This is an optimization exercise on Yosys and OpenROAD, whose aim is small area, a short achievable clock period and few clock cycles per item, not a production implementation.
At most, simulation tests tie the RTL to the original design; equivalence was not proved.
Only the layout flow was run in run 1; the RTL was not checked for function there.
Power figures rest on the tool's default switching activity, not on a simulated workload.

$ cat design/flow/flow/run.sh
#!/bin/bash
# own flow: the standard layout, with port buffers of a plain buffer cell
set -o pipefail
cp standard.sh standard.sh.txt 2>/dev/null
cp config.mk config.mk.txt
export BUFFER_PORTS_ARGS="-buffer_cell sky130_fd_sc_hd__buf_1"
export ADDER_MAP_FILE=
bash standard.sh > standard.log 2>&1
$ cat design/flow/constraint.sdc
create_clock -name core_clock -period 4.0 [get_ports {clock_i}]
set_input_delay 0.8000 -clock core_clock [delete_from_list [all_inputs] [get_ports {clock_i}]]
set_output_delay 0.8000 -clock core_clock [all_outputs]
set_load 0.01 [all_outputs]
$ cat design/flow/config.mk
export PLATFORM = sky130hd
export DESIGN_NAME = icache_top
export DESIGN_NICKNAME = icache_top
export VERILOG_FILES = /design/flow/design.v
export SDC_FILE = /design/flow/constraint.sdc
export NUM_CORES = 4
export LEC_CHECK = 0
export CAP_MARGIN = 20
export CORE_MARGIN = 2
export CORE_UTILIZATION = 60
export SETUP_SLACK_MARGIN = 1.9
export SLEW_MARGIN = 20
export SYNTH_HIERARCHICAL = 1
export SYNTH_MINIMUM_KEEP_SIZE = 0
$ cat design/flow/design.v
package icache_pkg;
	localparam int OFFSET_W = 4;
	localparam int INDEX_W  = 4;
	localparam int ADDR_W   = 32;
	localparam int TAG_W    = ADDR_W - INDEX_W - OFFSET_W;
	typedef logic [ADDR_W-1:0]   addr_t;
	typedef logic [TAG_W-1:0]    tag_t;
	typedef logic [INDEX_W-1:0]  index_t;
	typedef logic [OFFSET_W-1:0] offset_t;
	typedef logic [31:0]         word_t;
	typedef struct packed {
		tag_t    tag;
		index_t  index;
		offset_t offset;
	} fetch_addr_t;
	typedef struct packed {
		logic valid;
		tag_t tag;
	} tag_entry_t;
	typedef enum logic [1:0] {
		REFILL_IDLE,
		REFILL_REQUEST,
		REFILL_COLLECT,
		REFILL_COMMIT
	} refill_state_t;
endpackage
module icache_lookup #(
	parameter int W = 1
) (
	input  logic         sel_i,
	input  logic [W-1:0] a_i,
	input  logic [W-1:0] b_i,
	output logic [W-1:0] y_o
);
	assign y_o = sel_i ? b_i : a_i;
endmodule
module icache_hit_check (
	input  logic [29:0] addr_i,
	input  logic [24:0] head_hi_i,
	input  logic [4:0]  end_lo_i,
	input  logic        carry_i,
	output logic        seq_o
);
	logic [29:0] t;
	logic [7:0]  l1;
	logic [3:0]  l2;
	logic [1:0]  l3;
	for (genvar g = 0; g < 5; g++)
	begin : g_lo
		icache_same i_same (
			.a_i (addr_i[g]),
			.b_i (end_lo_i[g]),
			.y_o (t[g])
		);
	end
	icache_same i_b5 (
		.a_i (addr_i[5]),
		.b_i (head_hi_i[0] ^ carry_i),
		.y_o (t[5])
	);
	icache_same i_b6 (
		.a_i (addr_i[6]),
		.b_i (head_hi_i[1] ^ (head_hi_i[0] & carry_i)),
		.y_o (t[6])
	);
	for (genvar g = 7; g < 30; g++)
	begin : g_hi
		icache_carry_term i_term (
			.k1_i (addr_i[g]),
			.k0_i (addr_i[g-1]),
			.h1_i (head_hi_i[g-5]),
			.h0_i (head_hi_i[g-6]),
			.y_o  (t[g])
		);
	end
	for (genvar g = 0; g < 7; g++)
	begin : g_l1
		icache_nand4 i_n4 (
			.a_i (t[4*g]),
			.b_i (t[4*g+1]),
			.c_i (t[4*g+2]),
			.d_i (t[4*g+3]),
			.y_o (l1[g])
		);
	end
	icache_nand2 i_n2 (
		.a_i (t[28]),
		.b_i (t[29]),
		.y_o (l1[7])
	);
	for (genvar g = 0; g < 4; g++)
	begin : g_l2
		icache_nor2 i_o2 (
			.a_i (l1[2*g]),
			.b_i (l1[2*g+1]),
			.y_o (l2[g])
		);
	end
	for (genvar g = 0; g < 2; g++)
	begin : g_l3
		icache_nand2 i_n2 (
			.a_i (l2[2*g]),
			.b_i (l2[2*g+1]),
			.y_o (l3[g])
		);
	end
	icache_nor2 i_root (
		.a_i (l3[0]),
		.b_i (l3[1]),
		.y_o (seq_o)
	);
endmodule
module icache_same (
	input  logic a_i,
	input  logic b_i,
	output logic y_o
);
	assign y_o = a_i ~^ b_i;
endmodule
module icache_carry_term (
	input  logic k1_i,
	input  logic k0_i,
	input  logic h1_i,
	input  logic h0_i,
	output logic y_o
);
	assign y_o = (h1_i ^ k1_i) ~^ (h0_i & !k0_i);
endmodule
module icache_nand4 (
	input  logic a_i,
	input  logic b_i,
	input  logic c_i,
	input  logic d_i,
	output logic y_o
);
	assign y_o = !(a_i && b_i && c_i && d_i);
endmodule
module icache_nand2 (
	input  logic a_i,
	input  logic b_i,
	output logic y_o
);
	assign y_o = !(a_i && b_i);
endmodule
module icache_nor2 (
	input  logic a_i,
	input  logic b_i,
	output logic y_o
);
	assign y_o = !(a_i || b_i);
endmodule
module icache_data_read (
	input  logic rvalid_i,
	input  logic rdy_i,
	output logic valid_o
);
	assign valid_o = rvalid_i && rdy_i;
endmodule
module icache_req_gate (
	input  logic rvalid_i,
	input  logic ireq_i,
	input  logic ereq_i,
	output logic req_o
);
	assign req_o = ireq_i || (rvalid_i && ereq_i);
endmodule
module icache_top #(
	parameter int OFFSET_W = icache_pkg::OFFSET_W,
	parameter int INDEX_W  = icache_pkg::INDEX_W,
	parameter int TAG_W    = icache_pkg::ADDR_W - INDEX_W - OFFSET_W
) (
	input  logic                  clock_i,
	input  logic                  rst_n_i,
	input  logic                  fetch_i,
	input  icache_pkg::addr_t     fetch_addr_i,
	input  logic                  flush_i,
	output logic                  instr_valid_o,
	output icache_pkg::word_t     instr_o,
	output icache_pkg::addr_t     instr_addr_o,
	output logic                  miss_o,
	output logic                  mem_req_o,
	output icache_pkg::addr_t     mem_line_addr_o,
	input  logic                  mem_rvalid_i,
	input  icache_pkg::word_t     mem_rdata_i
);
	localparam int CAP = 31;
	localparam int LOW = 8;
	logic [4:0]     n_q;      
	logic           busy_q;   
	logic           lm_q;     
	logic           miss_q;
	logic           rdy_q;    
	logic           ireq_q;   
	logic           ereq_q;   
	logic [29:0]    h_q;      
	logic [1:0]     wc_q;     
	logic [LOW-1:0] ml_q;     
	logic [4:0]     el_q;     
	logic           c_q;      
	logic           seq;
	logic           nz;
	logic           acc;
	logic           last;
	logic           start;
	logic           cont;
	logic           deliver;
	logic           endw;
	logic           req;
	logic           lost;
	logic           fall;
	logic           clr;
	logic [LOW+1:0] h_inc;
	logic           xing;
	logic           kill;
	logic [4:0]     n_d;
	logic           busy_d;
	logic           lm_d;
	logic [29:0]    h_d;
	logic [1:0]     wc_d;
	logic           m_d;
	logic           wrap_d;
	logic           v0_d;
	logic           rdy_d;
	logic           ireq_d;
	logic [4:0]     el_d;
	logic           c_d;
	logic           miss_d [2];
	assign h_inc = h_q[LOW+1:0] + (LOW+2)'(1);
	icache_hit_check i_seq (
		.addr_i    (fetch_addr_i[31:2]),
		.head_hi_i (h_q[29:5]),
		.end_lo_i  (el_q),
		.carry_i   (c_q),
		.seq_o     (seq)
	);
	logic n_ge1;
	logic n_ge2;
	logic n_ge3;
	logic n_ge4;
	logic n_cap;
	logic r_ge1;
	logic r_ge2;
	logic r_ge3;
	assign n_ge1 = n_q != '0;
	assign n_ge2 = n_q > 5'd1;
	assign n_ge3 = n_q > 5'd2;
	assign n_ge4 = n_q > 5'd3;
	assign n_cap = n_q == 5'(CAP - 1);
	assign nz      = n_ge1;
	assign deliver = mem_rvalid_i && rdy_q;
	assign r_ge1   = deliver ? n_ge2 : n_ge1;
	assign r_ge2   = deliver ? n_ge3 : n_ge2;
	assign r_ge3   = deliver ? n_ge4 : n_ge3;
	assign acc     = fetch_i && !miss_q && !flush_i;
	assign last    = !r_ge1;
	assign start   = acc && last;
	assign cont    = acc && !last;
	assign endw    = mem_rvalid_i && (wc_q == 2'd3);
	assign req     = ireq_q || (mem_rvalid_i && ereq_q);
	assign lost    = endw && lm_q && (miss_q ? n_ge2 : n_ge1) && !rdy_q;
	assign fall    = miss_q && !r_ge2;
	assign xing    = deliver && (&h_q[LOW+1:0]) && (miss_q ? r_ge2 : r_ge1);
	assign kill    = lost || xing;
	assign clr     = flush_i || kill;
	assign busy_d = req || (busy_q && !endw);
	assign lm_d   = !last && (req || (lm_q && !endw));
	assign h_d    = last ? fetch_addr_i[31:2]
		: {h_q[29:LOW+2], deliver ? h_inc : h_q[LOW+1:0]};
	assign wc_d   = req ? 2'd0 : {wc_q[1] ^ (wc_q[0] && mem_rvalid_i), wc_q[0] ^ mem_rvalid_i};
	always_comb
	begin
		if (flush_i || (fall && !kill))
		begin
			n_d = '0;
		end
		else if (kill || start)
		begin
			n_d = 5'd1;
		end
		else if (cont && !deliver)
		begin
			n_d = n_q + 5'd1;
		end
		else if (deliver && !cont)
		begin
			n_d = n_q - 5'd1;
		end
		else
		begin
			n_d = n_q;
		end
	end
	always_comb
	begin
		if (deliver)
		begin
			m_d = 1'b1;
		end
		else if (req)
		begin
			m_d = h_q[1:0] == 2'd0;
		end
		else if (mem_rvalid_i)
		begin
			m_d = h_q[1:0] == wc_q + 2'd1;
		end
		else
		begin
			m_d = h_q[1:0] == wc_q;
		end
	end
	assign wrap_d = last ? (&fetch_addr_i[LOW+3:4])
		: (deliver ? (&h_inc[LOW+1:2]) : (&h_q[LOW+1:2]));
	assign el_d = last ? fetch_addr_i[6:2] + 5'd1 : el_q + 5'(acc);
	assign c_d  = last ? (&fetch_addr_i[6:2])
		: ((acc && (&el_q)) || (c_q && !(deliver && (&h_q[4:0]))));
	assign v0_d   = !clr && (miss_q ? r_ge2 : (acc || r_ge1));
	assign rdy_d  = busy_d && lm_d && v0_d && m_d;
	assign ireq_d = !busy_d && v0_d;
	logic drop0;
	logic drop1;
	logic v1_d;
	logic ereq_d;
	assign drop0 = cont;
	assign drop1 = cont && n_cap;
	assign miss_d[0] = !flush_i && (kill || (miss_q ? !fall : drop0));
	assign miss_d[1] = !flush_i && (kill || (miss_q ? !fall : drop1));
	assign v1_d = !clr && (miss_q ? r_ge3 : r_ge2);
	assign ereq_d = busy_d && (wc_d == 2'd3) && (lm_d
		? (rdy_d && v1_d && !wrap_d)
		: v0_d);
	logic miss_pick;
	icache_lookup #(.W(1)) i_pick_miss (
		.sel_i (seq),
		.a_i   (miss_d[0]),
		.b_i   (miss_d[1]),
		.y_o   (miss_pick)
	);
	icache_req_gate i_req_o (
		.rvalid_i (mem_rvalid_i),
		.ireq_i   (ireq_q),
		.ereq_i   (ereq_q),
		.req_o    (mem_req_o)
	);
	icache_data_read i_valid_o (
		.rvalid_i (mem_rvalid_i),
		.rdy_i    (rdy_q),
		.valid_o  (instr_valid_o)
	);
	assign mem_line_addr_o = {h_q[29:LOW+2], ml_q, 4'b0000};
	assign instr_o         = mem_rdata_i;
	assign instr_addr_o    = {h_q, 2'b00};
	assign miss_o          = miss_q;
	always_ff @(posedge clock_i or negedge rst_n_i)
	begin
		if (!rst_n_i)
		begin
			n_q    <= '0;
			busy_q <= 1'b0;
			lm_q   <= 1'b0;
			miss_q <= 1'b0;
			rdy_q  <= 1'b0;
			ireq_q <= 1'b0;
			ereq_q <= 1'b0;
		end
		else
		begin
			miss_q <= miss_pick;
			ereq_q <= ereq_d;
			n_q    <= n_d;
			rdy_q  <= rdy_d;
			ireq_q <= ireq_d;
			busy_q <= busy_d;
			lm_q   <= lm_d;
		end
	end
	always_ff @(posedge clock_i)
	begin
		h_q  <= h_d;
		wc_q <= wc_d;
		ml_q <= h_d[LOW+1:2] + LOW'(lm_d);
		el_q <= el_d;
		c_q  <= c_d;
	end
endmodule
$ cat design/flow/standard.sh
#!/bin/bash
# synth_recipe.tcl (not shown) runs the flow's synth.tcl, then flattens the netlist and writes it again
# the make line also repeats each setting of config.mk as NAME=value (left out here)
make -C /OpenROAD-flow-scripts/flow DESIGN_CONFIG=/design/flow/config.mk WORK_HOME=/design/flow/orfs CLKGATE_MAP_FILE= SYNTH_SCRIPT=/design/flow/synth_recipe.tcl "${@:-finish}"
==> flow_summary.json, run 1 <==
{
  "status": "complete, no violations",
  "intPower_uw": 1300,
  "finalSetupViolCount": 0,
  "gp_congestion": 0.895,
  "first_pass_iters": 5,
  "hold_slack_ns": 0.439,
  "rsz0062_at_grt": "yes",
  "powerDensity_nw_per_um2": 439,
  "clkSinkCount": 57,
  "hold_violations": 0,
  "synth_seq_cells": 57,
  "overflow": 0,
  "nNetsFinal": 567,
  "drive_gt1_share_pct": 15.7,
  "dieArea_um2": 7210,
  "combPwrFrac_pct": 33.0,
  "finalSetupTns_ns": 0,
  "critPathArrivalTime_ns": 2.48,
  "slew_headroom_pct": 60.1,
  "yosysSeqAreaShare_pct": 36.1,
  "p_sw_uw": 688,
  "path_clk_slew_ns": 0.06,
  "die_w_um": 84.9,
  "worstSetupPathType": "reg -> reg",
  "grt.total_usage_pct": 23.8,
  "power_uw": 1990,
  "grt_pass1_vias": 2859,
  "cp_data_required_time_ns": 4.27,
  "cts_max_level": 3,
  "pwr-share-seq_pct": 41.4,
  "n_antenna_cell": 0,
  "drtIter0Drc": 185,
  "grt_max_degree": 35,
  "vias": 3196,
  "crit_path_max_incr_delay_ns": 0.59,
  "met3_usage_pct": 5.25,
  "synth_ff_type": "dfxtp_1",
  "crit_path_start_kind": "flip-flop",
  "portBuffers": 95,
  "antenna_found_initial": 0,
  "endpoint_kind": "flip-flop",
  "initial_core_util_pct": 61.8,
  "busiest_layer": "met2",
  "met1_usage_pct": 32.4,
  "ios": 168,
  "yosysUniqueCellTypes": 60,
  "wl_per_cell_um": 15.0,
  "cap_violations": 0,
  "fmax_mhz": 452,
  "synthCells": 429,
  "cts-buffers-inserted": 9,
  "critPathTopFamily": "simple AND/OR/NAND/NOR gates",
  "hold_path.class": "in -> async",
  "crit_buf_inv": 1,
  "place_inst": 534,
  "layout_worst_path_cycle_share_pct": 55.3,
  "die_y_um": 84.9,
  "drt_wl_total_um": 8690,
  "slowest_stage": "or4_4",
  "min_period_ns": 2.21,
  "synth_top_area_share_pct": 16.8,
  "drv_slew": 0,
  "synth_area_um2": 3930,
  "ctsLongestPathBuffers": 2,
  "grt_pass1_wl_um": 13600,
  "fin_skew_ns": 0.00739,
  "core_area_um2": 6350,
  "netlist_top_cells_area": "edfxtp_1, dfxtp_1, buf_4, xnor2_1, xor2_1",
  "worstPathCellList": "or4_4 -> o21ai_4 -> buf_6 -> a21oi_2 -> or2_4 -> nor4_4 -> xor2_1",
  "stdcell_count": 580,
  "yosysTopAreaCell": "edfxtp_1",
  "swShare_pct": 34.6,
  "via_per_inst": 5.51,
  "cts-root-buf": "clkbuf_8",
  "synth-warning-count": 9,
  "avgSynthCellArea_um2": 9.15,
  "area_growth_pct": 15.4,
  "leakage_uw": 0.00167,
  "ant_nets": 0,
  "insertion_delay_ns": 0.34,
  "synth_edf_count": 22,
  "drc": 0,
  "dp_hpwl_um": 6010,
  "nFillCells": 498,
  "gr-usage-met2_pct": 36.8,
  "pwr-share-clk_pct": 25.7,
  "tightest_slew_ns": 0.599,
  "crit_fanout": 5,
  "tritoncts": "built",
  "async_flop_share_pct": 19.3,
  "num_rows": 29,
  "vdd_drop_max_uv": 298
}
[flip-flops by register name (all words and copies together) (netlist names), 2 cells and up]
name / count
wc_q: 2
ml_q: 8
n_q: 5
h_q: 30
el_q: 5
[power groups by stage]
stage / Sequential (uW) / Combinational, uW / Clock [uW]
5_1_grt: 838 / 723 / 547
3_5_place_dp: 841 / 555 / 0
2_1_floorplan: 836 / 475 / 0
6_report: 822 / 655 / 510
4_1_cts: 827 / 593 / 521
3_3_place_gp: 837 / 550 / 0
[Yosys cell counts, drive strengths merged (3+ instances only)]
cell type / instances
clkbuf: 9
edfxtp: 22
nand4: 11
nor2b: 24
o21ai: 22
o31ai: 4
nand2: 30
buf: 63
nor3: 4
a21oi: 13
inv: 12
dfrtp: 11
a31oi: 6
xnor2: 43
a211oi: 3
a311o: 3
nor4: 4
o22ai: 5
o211ai: 3
nand3: 13
dfxtp: 24
nor2: 28
xor2: 33
nor3b: 3
a21boi: 3
mux2i: 3
[per-layer routing]
layer | up-vias | share of wire, %
li1 | 1566 | -
met1 | 1451 | 44
met2 | 147 | 47
met3 | 32 | 6.7
met4 | 0 | 2.1
met5 | - | 0
[final timing paths]
kind,to,startpoint,cells after the start,slack (ns)
max in group asynchronous,n_q[2],rst_n_i,1,3.13
setup reg to reg,ml_q[7],n_q[4],7,1.79
setup / recovery,ml_q[7],n_q[4],7,1.79
hold reg to reg,ereq_q,wc_q[1],2,0.54
hold / removal,lm_q,rst_n_i,1,0.44
min in group core_clock,ereq_q,wc_q[1],2,0.54
[Yosys stat by module, one instance, submodules excluded, a selection]
module | cells inside | cell area [um^2] | times used | flops+latches
icache_same | 1 | 8.76 | 7 | 0
icache_nand2 | 1 | 3.75 | 3 | 0
icache_hit_check | 3 | 21.3 | 1 | 0
icache_top | 332 | 3190 | 1 | 57
icache_nor2 | 1 | 3.75 | 5 | 0
icache_data_read | 1 | 6.26 | 1 | 0
icache_nand4 | 1 | 6.26 | 7 | 0
icache_req_gate | 1 | 7.51 | 1 | 0
icache_carry_term | 3 | 23.8 | 23 | 0
[cells in the final DEF (no fill, tap or decap), types with 4 or more instances in the layout]
cell      netlist  routed
inv_1          12      11
xnor2_1        43      42
buf_6           3       6
buf_4          58      22
nand4_1        11      11
conb_1          1       6
nor3_1          4       4
nand3_1        12      11
clkbuf_8        0       9
nor2b_1        24      24
edfxtp_1       22      22
nor2_1         28      28
a31oi_1         6       6
o22ai_1         5       5
buf_1           0      94
a21oi_1        12      12
nand2_1        29      28
dfxtp_1        24      24
o21ai_0        20      18
dfrtp_1        11       6
xor2_1         33      33
dfrtp_2         0       5
[repair_timing]
item	4_1_cts	5_1_grt
setup endpoints to repair	49	16
gates cloned	1	0
gates resized for setup	18	18
pin swaps	8	12
buffers inserted	14	15
hold buffers	0	0
[per-stage QoR]
stage               setup WS (ns)  area, um^2  utilization [%]
CTS                          1.81        4320             68.1
finish                       1.79        4530             71.3
detailed placement          0.924        3950             62.1
floorplan                    1.80        4020                -
global placement            0.967        3950             62.1
global route                 1.73        4530             71.3
[kinds of logic (layout without fill, tap and decap cells)]
kind of cell | Yosys count | count (layout) | synth area share (%)
AOI/OAI and AO/OA | 71 | 71 | 12.0
xor gates and xnor gates | 76 | 76 | 17.0
buffers and inverters | 84 | 152 | 14.2
DFF | 57 | 57 | 36.1
muxes | 4 | 4 | 1.15
other | 1 | 6 | 0.0955
and+or+nand+nor | 136 | 137 | 19.6
[layout make-up]
| cell class | count | area, um^2 | area share [%] |
|---|---|---|---|
| Inverter | 12 | 61.3 | 1.35 |
| Sequential cell | 57 | 1420 | 31.4 |
| Clock buffer | 12 | 135 | 2.98 |
| Tap cell | 77 | 96.3 | 2.13 |
| Timing Repair Buffer | 124 | 626 | 13.8 |
| Multi-Input combinational cell | 294 | 2150 | 47.4 |
| Clock inverter | 4 | 43.8 | 0.967 |
==> run 2, diff against run 1 <==
--- a/design/flow/design.v
+++ b/design/flow/design.v
@@ -184,7 +184,7 @@
 	input  icache_pkg::word_t     mem_rdata_i
 );
 	localparam int CAP = 31;
-	localparam int LOW = 8;
+	localparam int LOW = 5;
 	logic [4:0]     n_q;      
 	logic           busy_q;   
 	logic           lm_q;     
==> run 2 against run 1 <==
Against the previous run:
- still clean
- area after synthesis decreased by 6.8%
- final cell count decreased by 12%
- synthesized cell count decreased by 10%
- flip-flop and latch count decreased by 3
- register-to-register slack improved by 0.16 ns
- total power decreased by 11%
- design area decreased by 13%
- global-route usage decreased by 3.9 points
- setup slack improved by 0.16 ns
- die area decreased by 6.5%
- first-iteration DRC count decreased by 42%
- highest routed layer unchanged
==> flow_summary.json, run 2 <==
{
  "ff_latch_area_um2": 1390,
  "ant_nets": 0,
  "ctsLongestPathBuffers": 2,
  "path_clk_slew_ns": 0.09,
  "r2r_slack_ns": 1.95,
  "cts-root-buf": "clkbuf_8",
  "gp_congestion": 0.786,
  "vias": 2634,
  "via_per_inst": 5.19,
  "slew_headroom_pct": 57.0,
  "yosysUniqueCellTypes": 62,
  "status": "complete, no violations",
  "worstSetupPathType": "in -> out",
  "drc": 0,
  "synth_area_um2": 3660,
  "startpoint": "mem_rvalid_i",
  "yosysSeqAreaShare_pct": 37.9,
  "endpoint_kind": "primary output",
  "tritoncts": "built",
  "ios": 168,
  "synth_top_area_share_pct": 20.5,
  "leakage_uw": 0.00145,
  "tightest_slew_ns": 0.645,
  "synth_seq_cells": 54,
  "num_rows": 28,
  "largest-register": "h_q",
  "synth_edf_count": 25,
  "fin_skew_ns": 0.00356,
  "cts_max_level": 2,
  "drt_wl_total_um": 6790,
  "nFillCells": 523,
  "setup_ws_ns": 1.94,
  "dp_hpwl_um": 4950,
  "grt_max_degree": 19,
  "overflow": 0,
  "drive_gt1_share_pct": 11.3,
  "layout_common_cells": "buf_1, xnor2_1, xor2_1",
  "crit_end": "mem_req_o",
  "hold_path.class": "in -> async",
  "die_y_um": 82.1,
  "fmax_mhz": 487,
  "grt_pass1_vias": 2330,
  "cap_violations": 0,
  "power_uw": 1770,
  "post-place-ws_ns": 1.12,
  "insertion_delay_ns": 0.31,
  "synth-warning-count": 9,
  "n_antenna_cell": 0,
  "initial_core_util_pct": 61.8,
  "largest_register_ffs": 30,
  "avgSynthCellArea_um2": 9.51,
  "drv_slew": 0,
  "vdd_drop_max_uv": 252,
  "crit_fanout": 13,
  "crit_cells": 3,
  "wl_per_cell_um": 13.4,
  "grt_pass1_wl_um": 10400,
  "r2r-end": "miss_q",
  "core_area_um2": 5920,
  "critPathTopFamily": "buffers and inverters",
  "yosys-top-cells-count": "buf_4, xnor2_1, xor2_1",
  "stdcell_count": 508,
  "nNetsFinal": 501,
  "die_w_um": 82.1,
  "crit_path_max_incr_delay_ns": 0.18,
  "netlist_top_cells_area": "edfxtp_1, buf_4, xnor2_1, dfxtp_1, xor2_1",
  "crit_buf_inv": 2,
  "multiInputGateArea_um2": 1820,
  "slowest_stage": "a21o_1",
  "yosysMostFrequentCell": "buf_4",
  "crit_path_start_kind": "input pin",
  "cts-buffers-inserted": 5,
  "dieArea_um2": 6740,
  "rsz0062_at_grt": "yes",
  "first_pass_iters": 6,
  "clkSinkCount": 54,
  "rr_startpoint": "n_q[3]",
  "layout_worst_path_cycle_share_pct": 51.4,
  "drtIter0Drc": 108,
  "hold_violations": 0,
  "min_period_ns": 2.06,
  "async_flop_share_pct": 20.4,
  "portBuffers": 95,
  "critPathArrivalTime_ns": 1.26,
  "worstPathCellList": "buf_4 -> a21o_1 -> buf_1",
  "synth_ff_type": "edfxtp_1",
  "antenna_found_initial": 0,
  "area_growth_pct": 7.32,
  "cp_data_required_time_ns": 3.20,
  "finalSetupViolCount": 0,
  "reg2reg_depth": 7,
  "grt.total_usage_pct": 19.9,
  "layout_commonest_cell": "buf_1",
  "finalSetupTns_ns": 0,
  "synthCells": 385,
  "powerDensity_nw_per_um2": 450,
  "yosysTopAreaCell": "edfxtp_1",
  "place_inst": 489
}
## run 2: cell types whose count changed after synthesis, moves of 4 or more
| cell | change |
|---|---|
| nand2_1 | -5 |
| a21oi_1 | -4 |
| o22ai_1 | -5 |
| clkbuf_1 | -6 |
| o21ai_0 | -9 |
| a31oi_1 | -5 |
| nor2_1 | -7 |
| inv_1 | -6 |
| buf_2 | +6 |
| dfxtp_1 | -6 |
## run 2: cell families after synthesis
family / synth area share (%)
and+or+nand+nor: 18.9
xor gates and xnor gates: 19.1
buffers and inverters: 15.0
DFF: 37.9
AOI/OAI and AO/OA: 8.03
muxes: 0.684
adders and majority gates: 0.274
other: 0.102
## run 2: routing by layer
metal	track usage, %	vias to the layer above	share of wire [%]
li1	-	1334	-
met1	25.3	1193	43
met2	33.7	94	49
met3	5.00	13	6.9
met4	5.33	0	1.0
met5	0	-	0
## run 2: worst min-delay path by stage
stage / startpoint / end
3_3_place_gp: ireq_q / wc_q[1]
2_1_floorplan: ireq_q / wc_q[1]
6_report: rst_n_i / miss_q
3_5_place_dp: ireq_q / wc_q[1]
5_1_grt: rst_n_i / lm_q
4_1_cts: rst_n_i / miss_q
## run 2: layout make-up
class                   instances  share of cell area [%]
clock inverters                 1                   0.127
clock buffers                   7                    2.20
well taps                      75                    2.39
flip-flops and latches         54                    35.4
inverters                       7                   0.796
multi-input cells             256                    46.4
repair buffers                108                    12.7
## run 2: timing repair
item,4_1_cts,5_1_grt
cloned,1,0
hold buffers,0,0
setup endpoints to repair,41,8
resized for setup,12,7
setup buffers,3,7
pin swaps,1,2
## run 2: Yosys stat by module (local to each module, per instance), a selection
module	copies in the design	flops+latches	cell area, um^2	cells inside
icache_top	1	54	2930	288
icache_nand4	7	0	6.26	1
icache_carry_term	23	0	23.8	3
icache_nor2	5	0	3.75	1
icache_data_read	1	0	6.26	1
icache_same	7	0	8.76	1
icache_req_gate	1	0	7.51	1
icache_hit_check	1	0	21.3	3
icache_nand2	3	0	3.75	1
## run 2: where the power goes
| group | total (uW) | internal [uW] | switching, uW | leakage, uW |
|---|---|---|---|---|
| Combinational | 627 | 295 | 332 | 0.000848 |
| Sequential | 828 | 702 | 126 | 0.000551 |
| Clock | 314 | 140 | 174 | 0.0000482 |
| Total | 1770 | 1140 | 632 | 0.00145 |
## run 2: metrics by stage
| stage | hold slack, ns | utilization (%) | instance area, um^2 |
|---|---|---|---|
| CTS | 0.485 | 65.2 | 3860 |
| floorplan | 0.468 | - | 3750 |
| global route | 0.517 | 66.3 | 3930 |
| finish | 0.483 | 66.3 | 3930 |
| global placement | 0.504 | 62.1 | 3670 |
| detailed placement | 0.511 | 62.1 | 3670 |
Testbench counts of run 2, summed over its fixed seeds: cycles 72,246, items 32,000.

==> re-timing with driven ports <==
In the flow no input, the clock included, has a driving cell. The finished layouts below were timed again as built, in two steps.
Step 1 (the two cells are an assumption about what drives the block):
set clk [get_ports {clock_i}]
set_driving_cell -lib_cell sky130_fd_sc_hd__clkbuf_16 $clk
set_driving_cell -lib_cell sky130_fd_sc_hd__buf_2 [delete_from_list [all_inputs] $clk]
Step 2 moves the port delays by t, midway between the first and last clock arrival at a register: inputs arrive t later, outputs are due t later. That takes back most of the time a late clock gives input paths.
Slacks: ideal / step 1 / step 2; pairs: ideal / step 1.
run	t (ns)	setup WS [ns]	hold WS [ns]	worst register clock-pin slew, ns
run 1	0.362	1.788 / 1.788 / 1.462	0.439 / 0.434 / 0.540	0.07 / 0.07
run 2	0.327	1.945 / 1.914 / 1.635	0.483 / 0.483 / 0.525	0.09 / 0.09
After both steps setup and hold are still met in every run listed. For run 1, which loses most, drivers alone change the setup slack by 0.000 ns; drivers and shift together by -0.326 ns.
